Source: an optimization exercise on an open RTL-to-GDS flow (aim: small area, a short achievable clock period and few clock cycles per item). Production flows keep margins and buffers that such runs may drop.
The RTL was checked by simulation tests, not by an equivalence proof against the original design.

## flow/design.v

```verilog
module afpms_div #(
   parameter int S  = 3,
   parameter int RW = 46,
   parameter int NW = 63,
   parameter int QW = 48
) (
   input  logic          clock,
   input  logic          reset,
   input  logic          start,
   input  logic [NW-1:0] dividend,
   input  logic [6:0]    xlen,
   input  logic [5:0]    dlen,
   input  logic [5:0]    kmax,
   input  logic [RW-1:0] divisor,
   output logic          last,
   output logic [QW-1:0] quo,
   output logic          ovf
);
   logic [RW-1:0] r_ff;
   logic [QW-1:0] q_ff;
   logic [RW-1:0] dvs_ff;
   logic          ovf_ff, busy_ff, first_ff;
   logic [5:0]    cnt_ff;
   logic [RW-1:0] r_nx;
   logic [QW-1:0] q_nx;
   logic signed [8:0] kraw;
   logic [5:0]        kq, kunits;
   logic [QW+RW-1:0]  al;
   logic              ovf0;
   always_comb begin
      kraw   = $signed({2'b00, xlen}) - $signed({3'b000, dlen}) + 9'sd1;
      kunits = 6'd1;
      kq     = 6'(S);
      for (int m = 2; m * S <= QW; m++) begin
         if (kraw > 9'((m - 1) * S) && kmax >= 6'(m * S)) begin
            kunits = 6'(m);
            kq     = 6'(m * S);
         end
      end
   end
   always_comb begin
      logic [NW+QW-1:0] w;
      w    = {dividend, QW'(0)} >> kq;
      al   = w[QW+RW-1:0];
      ovf0 = (w >> (QW + RW)) != '0;
   end
   always_comb begin
      logic [RW:0] t;
      logic [RW:0] d;
      r_nx = r_ff;
      q_nx = q_ff;
      for (int i = 0; i < S; i++) begin
         t = {r_nx, q_nx[QW-1]};
         d = t - {1'b0, dvs_ff};
         if (!d[RW]) begin
            r_nx = d[RW-1:0];
            q_nx = {q_nx[QW-2:0], 1'b1};
         end else begin
            r_nx = t[RW-1:0];
            q_nx = {q_nx[QW-2:0], 1'b0};
         end
      end
   end
   assign last = busy_ff && (cnt_ff == '0);
   always_ff @(posedge clock) begin
      if (reset) busy_ff <= 1'b0;
      else if (start) busy_ff <= 1'b1;
      else if (last) busy_ff <= 1'b0;
   end
   always_ff @(posedge clock) begin
      if (start) begin
         first_ff <= 1'b1;
         cnt_ff   <= kunits - 6'd1;
         dvs_ff   <= divisor;
         r_ff     <= al[QW+RW-1:QW];
         q_ff     <= al[QW-1:0];
         ovf_ff   <= ovf0;
      end else if (busy_ff) begin
         r_ff     <= r_nx;
         q_ff     <= q_nx;
         cnt_ff   <= cnt_ff - 6'd1;
         first_ff <= 1'b0;
         if (first_ff && r_ff >= dvs_ff) ovf_ff <= 1'b1;
      end
   end
   assign quo = q_ff;
   assign ovf = ovf_ff;
endmodule
module averaged_force_plate_motion_step_top #(
   parameter int unsigned WINDOW_LEN = 8
) (
   input  logic        clock,
   input  logic        reset,
   input  logic               req_valid,
   output logic               req_ready,
   input  logic signed [31:0] req_force_sample,
   input  logic [30:0]        req_sim_time,
   input  logic [30:0]        req_step_size,
   output logic               rsp_valid,
   input  logic               rsp_ready,
   output logic signed [31:0] rsp_average_force,
   output logic signed [31:0] rsp_position,
   output logic signed [31:0] rsp_velocity,
   output logic signed [31:0] rsp_acceleration,
   output logic               rsp_step_error,
   input  logic        csr_psel,
   input  logic        csr_penable,
   input  logic        csr_pwrite,
   input  logic [4:0]  csr_paddr,
   input  logic [31:0] csr_pwdata,
   output logic [31:0] csr_prdata,
   output logic        csr_pready
);
   localparam int DIV_S   = 3;
   localparam int RW      = 46;    
   localparam int QW      = 48;    
   localparam int K_SHORT = 33;    
   localparam logic [2:0] REG_MASS       = 3'd0;
   localparam logic [2:0] REG_DAMPING    = 3'd1;
   localparam logic [2:0] REG_STIFFNESS  = 3'd2;
   localparam logic [2:0] REG_FORCE_T0   = 3'd3;
   localparam logic [2:0] REG_CONST_MODE = 3'd4;
   localparam logic [2:0] REG_PLATE_ACC  = 3'd5;
   localparam logic [2:0] REG_IMPACT_T   = 3'd6;
   localparam logic signed [31:0] MASS_RESET = 32'sd65536;
   localparam logic [3:0] F_IDLE = 4'd0;
   localparam logic [3:0] F_M1   = 4'd1;    
   localparam logic [3:0] F_M2   = 4'd2;    
   localparam logic [3:0] F_M3   = 4'd3;    
   localparam logic [3:0] F_W3   = 4'd4;    
   localparam logic [3:0] F_M4   = 4'd5;    
   localparam logic [3:0] F_M5   = 4'd6;    
   localparam logic [3:0] F_M6   = 4'd7;    
   localparam logic [3:0] F_M7   = 4'd8;    
   localparam logic [3:0] F_K2   = 4'd9;    
   localparam logic [3:0] F_K3   = 4'd10;   
   localparam logic [3:0] F_K4   = 4'd11;   
   localparam logic [3:0] F_M8   = 4'd12;   
   localparam logic [3:0] F_HAND = 4'd13;   
   localparam logic [3:0] B_IDLE = 4'd0;
   localparam logic [3:0] B_LD_N = 4'd1;    
   localparam logic [3:0] B_DV_N = 4'd2;
   localparam logic [3:0] B_PV   = 4'd10;   
   localparam logic [3:0] B_LD_V = 4'd3;    
   localparam logic [3:0] B_DV_V = 4'd4;
   localparam logic [3:0] B_LD_Q = 4'd5;    
   localparam logic [3:0] B_DV_Q = 4'd6;
   localparam logic [3:0] B_LD_A = 4'd7;    
   localparam logic [3:0] B_DV_A = 4'd8;
   localparam logic [3:0] B_FIN  = 4'd9;    
   localparam logic [1:0] FIN_DIV  = 2'd0;   
   localparam logic [1:0] FIN_ERR  = 2'd1;   
   localparam logic [1:0] FIN_ZERO = 2'd2;   
   localparam logic [1:0] FIN_KIN  = 2'd3;   
   function automatic logic signed [31:0] sat32(input logic signed [63:0] v);
      logic signed [31:0] r;
      if (v[63:31] == '0 || v[63:31] == '1) r = v[31:0];
      else if (v[63]) r = 32'sh80000000;
      else r = 32'sh7fffffff;
      sat32 = r;
   endfunction
   function automatic logic signed [31:0] qsat(input logic neg, input logic ovf,
                                               input logic [K_SHORT-1:0] q);
      logic signed [31:0] r;
      logic big;
      big = ovf || (q >> 31) != '0;
      if (!neg) begin
         if (big) r = 32'sh7fffffff;
         else r = q[31:0];
      end else begin
         if (big && !(q == K_SHORT'(33'h080000000) && !ovf)) r = 32'sh80000000;
         else r = -q[31:0];
      end
      qsat = r;
   endfunction
   function automatic logic [6:0] blen(input logic [63:0] v);
      logic [6:0] n;
      n = '0;
      for (int i = 0; i < 64; i++) if (v[i]) n = 7'(i + 1);
      blen = n;
   endfunction
   function automatic logic [6:0] sblen(input logic signed [63:0] v);
      sblen = blen(v[63] ? ~v : v) + 7'(v[63]);
   endfunction
   localparam int unsigned SUM_W = 33 + $clog2(WINDOW_LEN);
   logic signed [31:0] mass_ff, damp_ff, stiff_ff, pacc_ff;
   logic [30:0]        fst_ff, impact_ff;
   logic               mode_ff;
   logic [2:0]         csr_idx;
   logic [WINDOW_LEN-1:0][31:0] win_ff;
   logic signed [SUM_W-1:0] sum_ff;
   logic signed [31:0]      prior_ff, pres_ff;
   logic                    xpend_ff;    
   logic               ov_ff;
   logic signed [31:0] avg_o, vel_o, acc_o;
   logic               err_o;
   logic [3:0]         fst_st;
   logic [1:0]         fk_ff;
   logic [30:0]        fh_ff, tau_ff;
   logic               drv_ff, pre_ff, ferr_ff;
   logic [5:0]         fhlen_ff, fqmax_ff, dlen_ff;
   logic signed [31:0] h2_ff, c1_ff, c2_ff;
   logic signed [47:0] den_ff;
   logic [RW-1:0]      denm_ff;
   logic signed [49:0] acc_ff;
   logic               nneg_ff;
   logic [6:0]         nlen_ff;
   logic [3:0]         bst_ff;
   logic [1:0]         bk_ff;
   logic [30:0]        bh_ff;
   logic [5:0]         bhlen_ff, bqmax_ff;
   logic signed [31:0] bavg_ff, bvel_ff, bx_ff;
   logic [32:0]        vm_ff;
   logic [34:0]        qm_ff;
   logic [6:0]         vlen_ff, qlen_ff;
   logic               vneg_ff, qneg_ff;
   logic               neg_ff;
   logic signed [32:0] mul_a, mul_b;
   logic signed [65:0] prod_ff;
   logic signed [49:0] mq;       
   logic signed [48:0] mq2;      
   logic               dv_start, dv_last, dv_ovf;
   logic [62:0]        dv_n;
   logic [6:0]         dv_xlen;
   logic [5:0]         dv_dlen, dv_kmax;
   logic [RW-1:0]      dv_dvs;
   logic [QW-1:0]      dv_quo;
   logic               ld_neg;
   logic signed [31:0] dv_res;
   logic               req_beat, rsp_beat, fin_go, err_now, hand, b_free;
   logic signed [31:0] avg_c, drive;
   logic signed [63:0] den_c;
   logic signed [32:0] vdiff;
   logic signed [34:0] qnum;
   assign req_beat   = req_valid && req_ready;
   assign rsp_beat   = rsp_valid && rsp_ready;
   assign csr_idx    = csr_paddr[4:2];
   assign csr_pready = 1'b1;
   always_ff @(posedge clock) begin
      if (reset) begin
         mass_ff   <= MASS_RESET;
         damp_ff   <= '0;
         stiff_ff  <= '0;
         fst_ff    <= '0;
         mode_ff   <= 1'b0;
         pacc_ff   <= '0;
         impact_ff <= '0;
      end else if (csr_psel && csr_penable && csr_pwrite) begin
         case (csr_idx)
            REG_MASS:       mass_ff   <= csr_pwdata;
            REG_DAMPING:    damp_ff   <= csr_pwdata;
            REG_STIFFNESS:  stiff_ff  <= csr_pwdata;
            REG_FORCE_T0:   fst_ff    <= csr_pwdata[30:0];
            REG_CONST_MODE: mode_ff   <= csr_pwdata[0];
            REG_PLATE_ACC:  pacc_ff   <= csr_pwdata;
            REG_IMPACT_T:   impact_ff <= csr_pwdata[30:0];
            default: ;
         endcase
      end
   end
   always_comb begin
      case (csr_idx)
         REG_MASS:       csr_prdata = mass_ff;
         REG_DAMPING:    csr_prdata = damp_ff;
         REG_STIFFNESS:  csr_prdata = stiff_ff;
         REG_FORCE_T0:   csr_prdata = {1'b0, fst_ff};
         REG_CONST_MODE: csr_prdata = {31'd0, mode_ff};
         REG_PLATE_ACC:  csr_prdata = pacc_ff;
         REG_IMPACT_T:   csr_prdata = {1'b0, impact_ff};
         default:        csr_prdata = '0;
      endcase
   end
   assign avg_c = 32'((sum_ff + (sum_ff[SUM_W-1] ? SUM_W'(7) : SUM_W'(0))) >>> 3);
   assign drive = drv_ff ? avg_c : 32'sd0;
   always_comb begin
      case (fst_st)
         F_M1:    begin mul_a = $signed({2'b00, fh_ff});  mul_b = 33'(damp_ff); end
         F_M2, F_K2: begin
            if (mode_ff) begin mul_a = 33'(pacc_ff);      mul_b = $signed({2'b00, tau_ff}); end
            else begin mul_a = $signed({2'b00, fh_ff});   mul_b = $signed({2'b00, fh_ff}); end
         end
         F_M3, F_W3: begin mul_a = 33'(c2_ff);            mul_b = 33'(prior_ff); end
         F_M4:    begin mul_a = 33'(h2_ff);               mul_b = 33'(stiff_ff); end
         F_M5:    begin mul_a = 33'(h2_ff);               mul_b = 33'(drive); end
         F_M6:    begin mul_a = 33'(c1_ff);               mul_b = 33'(pres_ff); end
         default: begin mul_a = 33'(c1_ff);               mul_b = $signed({2'b00, tau_ff}); end
      endcase
   end
   always_ff @(posedge clock) prod_ff <= mul_a * mul_b;
   assign mq  = 50'(prod_ff >>> 16) + 50'(prod_ff[65] && prod_ff[15:0] != '0);
   assign mq2 = 49'(prod_ff >>> 17) + 49'(prod_ff[65] && prod_ff[16:0] != '0);
   assign den_c   = 64'(mass_ff) + 64'(mq2);
   assign err_now = ferr_ff || (den_c == 64'sd0);
   assign b_free    = (bst_ff == B_IDLE) || (bst_ff == B_FIN && fin_go);
   assign hand      = (fst_st == F_HAND) && b_free;
   assign req_ready = (fst_st == F_IDLE) || hand;
   always_ff @(posedge clock) begin
      if (reset) begin
         fst_st <= F_IDLE;
      end else begin
         case (fst_st)
            F_IDLE:  if (req_beat) fst_st <= F_M1;
            F_M1:    fst_st <= F_M2;
            F_M2: begin
               if (err_now) fst_st <= F_HAND;
               else if (mode_ff) fst_st <= pre_ff ? F_HAND : F_K2;
               else fst_st <= F_M3;
            end
            F_M3, F_W3: fst_st <= xpend_ff ? F_W3 : F_M4;
            F_M4:    fst_st <= F_M5;
            F_M5:    fst_st <= F_M6;
            F_M6:    fst_st <= F_M7;
            F_M7:    fst_st <= F_M8;
            F_M8:    fst_st <= F_HAND;
            F_K2:    fst_st <= F_K3;
            F_K3:    fst_st <= F_K4;
            F_K4:    fst_st <= F_HAND;
            F_HAND:  if (hand) fst_st <= req_beat ? F_M1 : F_IDLE;
            default: fst_st <= F_IDLE;
         endcase
      end
   end
   always_ff @(posedge clock) begin
      if (req_beat) begin
         fh_ff    <= req_step_size;
         tau_ff   <= req_sim_time - impact_ff;
         drv_ff   <= !(req_sim_time < fst_ff);
         pre_ff   <= req_sim_time < impact_ff;
         ferr_ff  <= (req_step_size == '0);
         fhlen_ff <= 6'(blen(64'(req_step_size)));
      end
      case (fst_st)
         F_M2: begin
            ferr_ff <= err_now;
            den_ff  <= 48'(den_c);
            c2_ff   <= sat32(64'(mass_ff) - 64'(mq2));
            if (err_now) fk_ff <= FIN_ERR;
            else if (mode_ff) fk_ff <= pre_ff ? FIN_ZERO : FIN_KIN;
            else fk_ff <= FIN_DIV;
         end
         F_M3: begin
            h2_ff    <= sat32(64'(mq));
            denm_ff  <= RW'(den_ff[47] ? -den_ff : den_ff);
            dlen_ff  <= 6'(blen(64'(den_ff[47] ? -den_ff : den_ff)));
            fqmax_ff <= (fhlen_ff >= 6'd31) ? 6'(QW) :
                        6'(((fhlen_ff + 6'd16 + 6'(DIV_S - 1)) / DIV_S) * DIV_S);
         end
         F_M4:    acc_ff <= -mq;
         F_M5:    c1_ff  <= sat32((64'(mass_ff) <<< 1) - 64'(mq));
         F_M6:    acc_ff <= acc_ff + mq;
         F_M7:    acc_ff <= 50'(sat32(64'(acc_ff) + 64'(mq)));
         F_M8: begin
            nneg_ff <= acc_ff[31];
            acc_ff  <= acc_ff[31] ? -acc_ff : acc_ff;
            nlen_ff <= sblen(64'(acc_ff));
         end
         F_K2:    c1_ff  <= sat32(64'(mq));
         F_K4:    acc_ff <= 50'(sat32(64'(mq2)));
         default: ;
      endcase
   end
   assign fin_go = !ov_ff;
   assign dv_res = qsat(neg_ff, dv_ovf, dv_quo[K_SHORT-1:0]);
   assign vdiff  = 33'(dv_res) - 33'(prior_ff);
   assign qnum   = 35'(dv_res) - (35'(pres_ff) <<< 1) + 35'(prior_ff);
   always_comb begin
      logic [46:0] qc;
      dv_start = 1'b0;
      dv_n     = '0;
      dv_xlen  = '0;
      dv_kmax  = 6'(((32 + DIV_S - 1) / DIV_S) * DIV_S);
      dv_dlen  = bhlen_ff;
      dv_dvs   = RW'(bh_ff);
      ld_neg   = 1'b0;
      qc       = '0;
      case (bst_ff)
         B_LD_N: begin
            dv_start = 1'b1;
            dv_dlen  = dlen_ff;
            dv_dvs   = denm_ff;
            ld_neg   = nneg_ff ^ den_ff[47];
            dv_n     = 63'(acc_ff[31:0]) << 16;
            dv_xlen  = nlen_ff + 7'd16;
         end
         B_LD_V: begin
            dv_start = 1'b1;
            ld_neg   = vneg_ff;
            dv_n     = 63'(vm_ff) << 15;
            dv_xlen  = vlen_ff + 7'd15;
         end
         B_LD_Q: begin
            dv_start = 1'b1;
            dv_kmax  = bqmax_ff;
            ld_neg   = qneg_ff;
            dv_n     = 63'(qm_ff) << 16;
            dv_xlen  = qlen_ff + 7'd16;
         end
         B_LD_A: begin
            dv_start = 1'b1;
            ld_neg   = neg_ff;
            if (dv_ovf || dv_quo > 48'h4000_0000_0000) qc = 47'h4000_0000_0000;
            else qc = dv_quo[46:0];
            dv_n     = 63'(qc) << 16;
            dv_xlen  = (dv_ovf || dv_quo[47]) ? 7'd63 : blen(64'(dv_quo[46:0])) + 7'd16;
         end
         default: ;
      endcase
   end
   afpms_div #(.S(DIV_S), .RW(RW), .NW(63), .QW(QW)) u_div (
      .clock    (clock),
      .reset    (reset),
      .start    (dv_start),
      .dividend (dv_n),
      .xlen     (dv_xlen),
      .dlen     (dv_dlen),
      .kmax     (dv_kmax),
      .divisor  (dv_dvs),
      .last     (dv_last),
      .quo      (dv_quo),
      .ovf      (dv_ovf)
   );
   always_ff @(posedge clock) begin
      if (reset) begin
         bst_ff   <= B_IDLE;
         ov_ff    <= 1'b0;
         xpend_ff <= 1'b0;
         sum_ff   <= '0;
         prior_ff <= '0;
         pres_ff  <= '0;
         win_ff   <= '0;
      end else begin
         if (rsp_beat) ov_ff <= 1'b0;
         if (req_beat) begin
            for (int i = 0; i < WINDOW_LEN - 1; i++) win_ff[i] <= win_ff[i + 1];
            win_ff[WINDOW_LEN - 1] <= req_force_sample;
            sum_ff <= sum_ff + SUM_W'(req_force_sample) - SUM_W'($signed(win_ff[0]));
         end
         if (bst_ff == B_FIN && fin_go) begin
            ov_ff  <= 1'b1;
            bst_ff <= B_IDLE;
            if (bk_ff == FIN_ZERO || bk_ff == FIN_KIN) begin
               prior_ff <= pres_ff;
               pres_ff  <= (bk_ff == FIN_KIN) ? bx_ff : 32'sd0;
            end
         end
         if (hand) begin
            bst_ff   <= (fk_ff == FIN_DIV) ? B_LD_N : B_FIN;
            xpend_ff <= (fk_ff == FIN_DIV);
         end
         case (bst_ff)
            B_LD_N: bst_ff <= B_DV_N;
            B_DV_N: if (dv_last) bst_ff <= B_PV;
            B_PV: begin
               if (fin_go) begin
                  bst_ff   <= B_LD_V;
                  xpend_ff <= 1'b0;
                  prior_ff <= pres_ff;
                  pres_ff  <= dv_res;
               end
            end
            B_LD_V: bst_ff <= B_DV_V;
            B_DV_V: if (dv_last) bst_ff <= B_LD_Q;
            B_LD_Q: bst_ff <= B_DV_Q;
            B_DV_Q: if (dv_last) bst_ff <= B_LD_A;
            B_LD_A: bst_ff <= B_DV_A;
            B_DV_A: if (dv_last) bst_ff <= B_FIN;
            default: ;
         endcase
      end
   end
   always_ff @(posedge clock) begin
      if (hand) begin
         bk_ff    <= fk_ff;
         bh_ff    <= fh_ff;
         bhlen_ff <= fhlen_ff;
         bqmax_ff <= fqmax_ff;
         bavg_ff  <= avg_c;
         bvel_ff  <= c1_ff;
         bx_ff    <= acc_ff[31:0];
      end
      if (dv_start) neg_ff <= ld_neg;
      case (bst_ff)
         B_PV: begin
            vneg_ff <= vdiff[32];
            vm_ff   <= vdiff[32] ? 33'(-vdiff) : 33'(vdiff);
            vlen_ff <= sblen(64'(vdiff));
            qneg_ff <= qnum[34];
            qm_ff   <= qnum[34] ? 35'(-qnum) : 35'(qnum);
            qlen_ff <= sblen(64'(qnum));
         end
         B_LD_Q:  vel_o <= dv_res;
         B_FIN: begin
            if (fin_go) begin
               avg_o <= bavg_ff;
               err_o <= (bk_ff == FIN_ERR);
               case (bk_ff)
                  FIN_DIV:  acc_o <= dv_res;
                  FIN_KIN:  acc_o <= pacc_ff;
                  default:  acc_o <= '0;
               endcase
               case (bk_ff)
                  FIN_DIV:  ;
                  FIN_KIN:  vel_o <= bvel_ff;
                  default:  vel_o <= '0;
               endcase
            end
         end
         default: ;
      endcase
   end
   assign rsp_valid         = ov_ff;
   assign rsp_average_force = avg_o;
   assign rsp_position      = pres_ff;
   assign rsp_velocity      = vel_o;
   assign rsp_acceleration  = acc_o;
   assign rsp_step_error    = err_o;
endmodule
```

## flow/run.sh

```bash
#!/bin/bash
# synth_recipe.tcl (not shown) runs the flow's synth.tcl, then flattens the netlist and writes it again
# the make line also repeats each setting of config.mk as NAME=value (left out here)
make -C /OpenROAD-flow-scripts/flow DESIGN_CONFIG=/design/flow/config.mk WORK_HOME=/design/flow/orfs CLKGATE_MAP_FILE= SYNTH_SCRIPT=/design/flow/synth_recipe.tcl finish
```

## flow/config.mk

```make
export PLATFORM = sky130hd
export DESIGN_NAME = averaged_force_plate_motion_step_top
export DESIGN_NICKNAME = averaged_force_plate_motion_step_top
export VERILOG_FILES = /design/flow/design.v
export SDC_FILE = /design/flow/constraint.sdc
export NUM_CORES = 4
export LEC_CHECK = 0
export CAP_MARGIN = 20
export CORE_MARGIN = 2
export CORE_UTILIZATION = 40
export SLEW_MARGIN = 20
```

## flow/constraint.sdc

```tcl
create_clock -name core_clock -period 15.0 [get_ports {clock}]
set_input_delay 3.0000 -clock core_clock [delete_from_list [all_inputs] [get_ports {clock}]]
set_output_delay 3.0000 -clock core_clock [all_outputs]
set_load 0.01 [all_outputs]
```

==> notes.md <==
- Clk root buf: clkbuf_16
- Floorplan row count: 214
- Critical Path AT: 14.62 ns
- Syn Inst Count: 15.9k
- Fmax: 0.0715 GHz
- Final non-filler cell total: 20.6k
- DP Wirelength: 441 mm
- Yosys reg bits: 1426
- Fin. Hold Viols: 0
- EDFF count, synth: 801
- Pin count of the biggest net entering global routing: 111
- Reg2Reg Depth: 54
- End of the critical path: u_div.r_ff[45]
- Drt first pass iters: 7
- GR Overflow Total: 0
- Most common cell on crit path: o21ai_0
- Type of the tightest min-delay check: reg2reg
- Register area share after synthesis: 26.9%
- Post-route DRC: 0
- Vias in the first global route: 113k
- Critical Path Sink Type: flip-flop
- Layout Nets: 18.0k
- Final Cycle Share: 93.2%
- Initial antenna violation count: 58
- Layout cells sized above 1: 5.80%
- Clock Sinks: 1426
- CTS tree: built
- Wire per inst: 26.8 um
- CP startpoint: u_div.q_ff[47]
- Mapped cell area: 136000 sq um
- RSZ-0062 raised after global routing: no
- Antenna Nets Post-Route: 0
- Crit path launch type: flip-flop
- Post-route setup slack: 1.02 ns
- Worst-path clk slew: 0.07 ns
- Hold slack: 0.411 ns
- Die W: 587 um
- Post-Place Cell Area: 145000 sq um
- TritonCTS buffer count: 168
- Finished Cell Area: 151000 sq um
- Via-to-Cell Ratio: 5.80
- Critical Path Slowest Stage Cell: xnor2_2
- Least-Margin Pin Slew: 1.33 ns
- Critical R2R Capture: u_div.r_ff[45]
- CP max stage delay: 0.87 ns
- Clock H-tree levels: 4
- Status: complete, no violations
- Max-cap viol count: 0
- Final core utilization: 44.4%
- Min cycle time layout: 13.98 ns
- P&R area growth vs syn: 10.8%
- DP Cell Count: 20.2k
- Clk buf depth: 4
- Post-Route Setup TNS: 0 ns
- Prevailing post-synth register cell: edfxtp_1
- Die Area: 345000 sq um
- GP Congestion: 1.02
- Global Route Usage Sum: 31.1%
- Synth unique cells: 111
- Chip Height: 587 um
- Clk latency of the worst-skew pair: 0.94 ns
- DP Worst Slack: 1.00 ns
- Async SR Flop Fraction: 0%
- First-pass GRT wire length: 789 mm
- Crit Path Class: reg2reg
- Data required time of the worst path: 15.64 ns
- Drt initial violations: 14.1k
- Final Setup Violations: 0
- Via total after detailed routing: 119k
- Io pins: 302
- Core area: 339000 sq um
- RR Startpoint: u_div.q_ff[47]
- Max_slew headroom: 11.0%
- Worst Clk Skew: 0.140 ns
- Max-slew violations: 0
- Starting Density: 40.1%
- Routed WL: 551 mm
- Port Buffers: 298
- Syn Area/Cell: 8.58 sq um
- Worst-path fanout max: 16
- R2R Setup Slk: 1.02 ns
- Ys Warns: 2
- Layout fillers: 33.6k
[placed cells by master (no fill, tap or decap), types with 29 or more instances in the layout]
cell / instances
nand2_1: 2651
inv_1: 1728
a21oi_1: 1264
fa_1: 1201
nor2_1: 914
ha_1: 803
edfxtp_1: 801
o21ai_0: 646
dfxtp_1: 622
xnor2_1: 611
buf_4: 339
nor3_1: 314
clkdlybuf4s50_1: 297
a22oi_1: 284
a21o_1: 260
nand3_1: 250
xor2_1: 235
mux2i_1: 202
nand2b_1: 176
clkbuf_16: 173
nor2b_1: 169
nand4_1: 103
o21a_1: 102
o21bai_1: 99
or3_1: 93
and3_1: 91
and2_1: 87
nor4_1: 86
a211oi_1: 81
mux2_2: 80
a31oi_1: 79
o211ai_1: 77
o22ai_1: 77
o31ai_1: 74
a221oi_1: 58
or2_2: 52
or4_1: 34
a2111oi_0: 33
a21boi_0: 33
clkinv_2: 29
[layer usage]
layer / track usage (%) / routed length [um] / vias up / part of all wire [%]
met3: 6.42 / 50400 / 1189 / 9.2
met4: 18.4 / 38600 / 26 / 7.0
li1: - / - / 53800 / -
met2: 47.8 / 242000 / 5395 / 44
met5: 0 / 172 / - / 0.031
met1: 40.3 / 220000 / 58800 / 40
[state kept, by name, summed over array words and instances, names as in the netlist, 35 cells and up, named ones only]
register      count
win_ff          256
sum_ff           36
u_div.dvs_ff     46
acc_ff           50
den_ff           48
qm_ff            35
prod_ff          66
u_div.q_ff       48
u_div.r_ff       46
denm_ff          46
[logic make-up (layout without fill, tap and decap cells)]
kind of cell | after synthesis | count (layout) | share of synthesized area [%]
buf+inv | 2544 | 2682 | 7.06
flops | 1426 | 1426 | 26.9
other cells | 2 | 26 | 0.00552
xor+xnor | 849 | 849 | 5.47
mux | 282 | 282 | 2.15
compound gates | 3549 | 3549 | 16.4
fa+ha+maj | 2005 | 2005 | 25.1
simple gates | 5195 | 5195 | 16.9
[Yosys cell counts (325+ instances only)]
master / number / share of area [%]
a21oi_1: 1274 / 4.7
clkbuf_1: 735 / 2.0
dfxtp_1: 625 / 9.2
edfxtp_1: 801 / 18
fa_1: 1201 / 18
ha_1: 804 / 7.4
inv_1: 1731 / 4.8
nand2_1: 2658 / 7.3
nor2_1: 944 / 2.6
nor3_1: 325 / 1.2
o21ai_0: 653 / 2.4
xnor2_1: 613 / 3.9
[layout make-up]
cell class                      instances  area (sq um)  share of cell area, %
Sequential cell                      1426         36600                   24.3
Timing Repair Buffer                  642          5630                   3.73
Tap cell                             4536          5680                   3.77
Clock buffer                          210          4600                   3.05
Multi-Input combinational cell      11900         90500                   60.1
Clock inverter                         96          1120                  0.745
Inverter                             1734          6530                   4.33
Antenna cell                           22          55.1                 0.0365
[critical path, delay by kind of cell, from the launching register on]
| kind | cells | cell delay (ns) |
|---|---|---|
| flops | 1 | 0.42 |
| simple gates | 10 | 2.22 |
| compound gates | 31 | 7.09 |
| fa+ha+maj | 4 | 1.29 |
| buf+inv | 7 | 1.17 |
| xor+xnor | 2 | 1.45 |
[worst min-delay path by stage]
stage	startpoint	endpoint	slack [ns]	cells after the start
2_1_floorplan	bavg_ff[0]	avg_o[0]	0.40	0
3_3_place_gp	bavg_ff[27]	avg_o[27]	0.40	0
3_5_place_dp	bavg_ff[30]	avg_o[30]	0.40	0
4_1_cts	fqmax_ff[1]	bqmax_ff[1]	0.41	0
5_1_grt	fqmax_ff[1]	bqmax_ff[1]	0.42	0
6_report	fqmax_ff[1]	bqmax_ff[1]	0.41	0
[what timing repair did]
action                     in CTS  in global routing
setup endpoints to repair       0                  9
hold buffers                    0                  0
gates resized for setup         0                  2
setup buffers                   0                  3
Testbench counts, summed over its fixed seeds: cycles 31,423, items 1,536.

-- re-timing with driven ports --
In the flow no input, the clock included, has a driving cell. The finished layout below was timed again as built, in two steps.
Step 1 sets driving cells, clkbuf_16 on the clock port and buf_2 on the other inputs (assumed; they add their load-dependent delay and slew).
Step 2, shift: input delay + t, output delay - t, t = (earliest + latest rising clock arrival at the registers) / 2. This alone moves slack from input paths to output paths.
a / b / c = ideal / step 1 / step 2; a / b = the first two.
t (ns): 0.981
setup slack, ns: 1.019 / 1.019 / 1.019
worst setup path after step 2: register to register
worst data-port slew with drivers (ns): 0.18
After both steps this run still meets setup and hold. For this run, drivers alone change the setup slack by 0.000 ns; drivers and shift together by 0.000 ns.
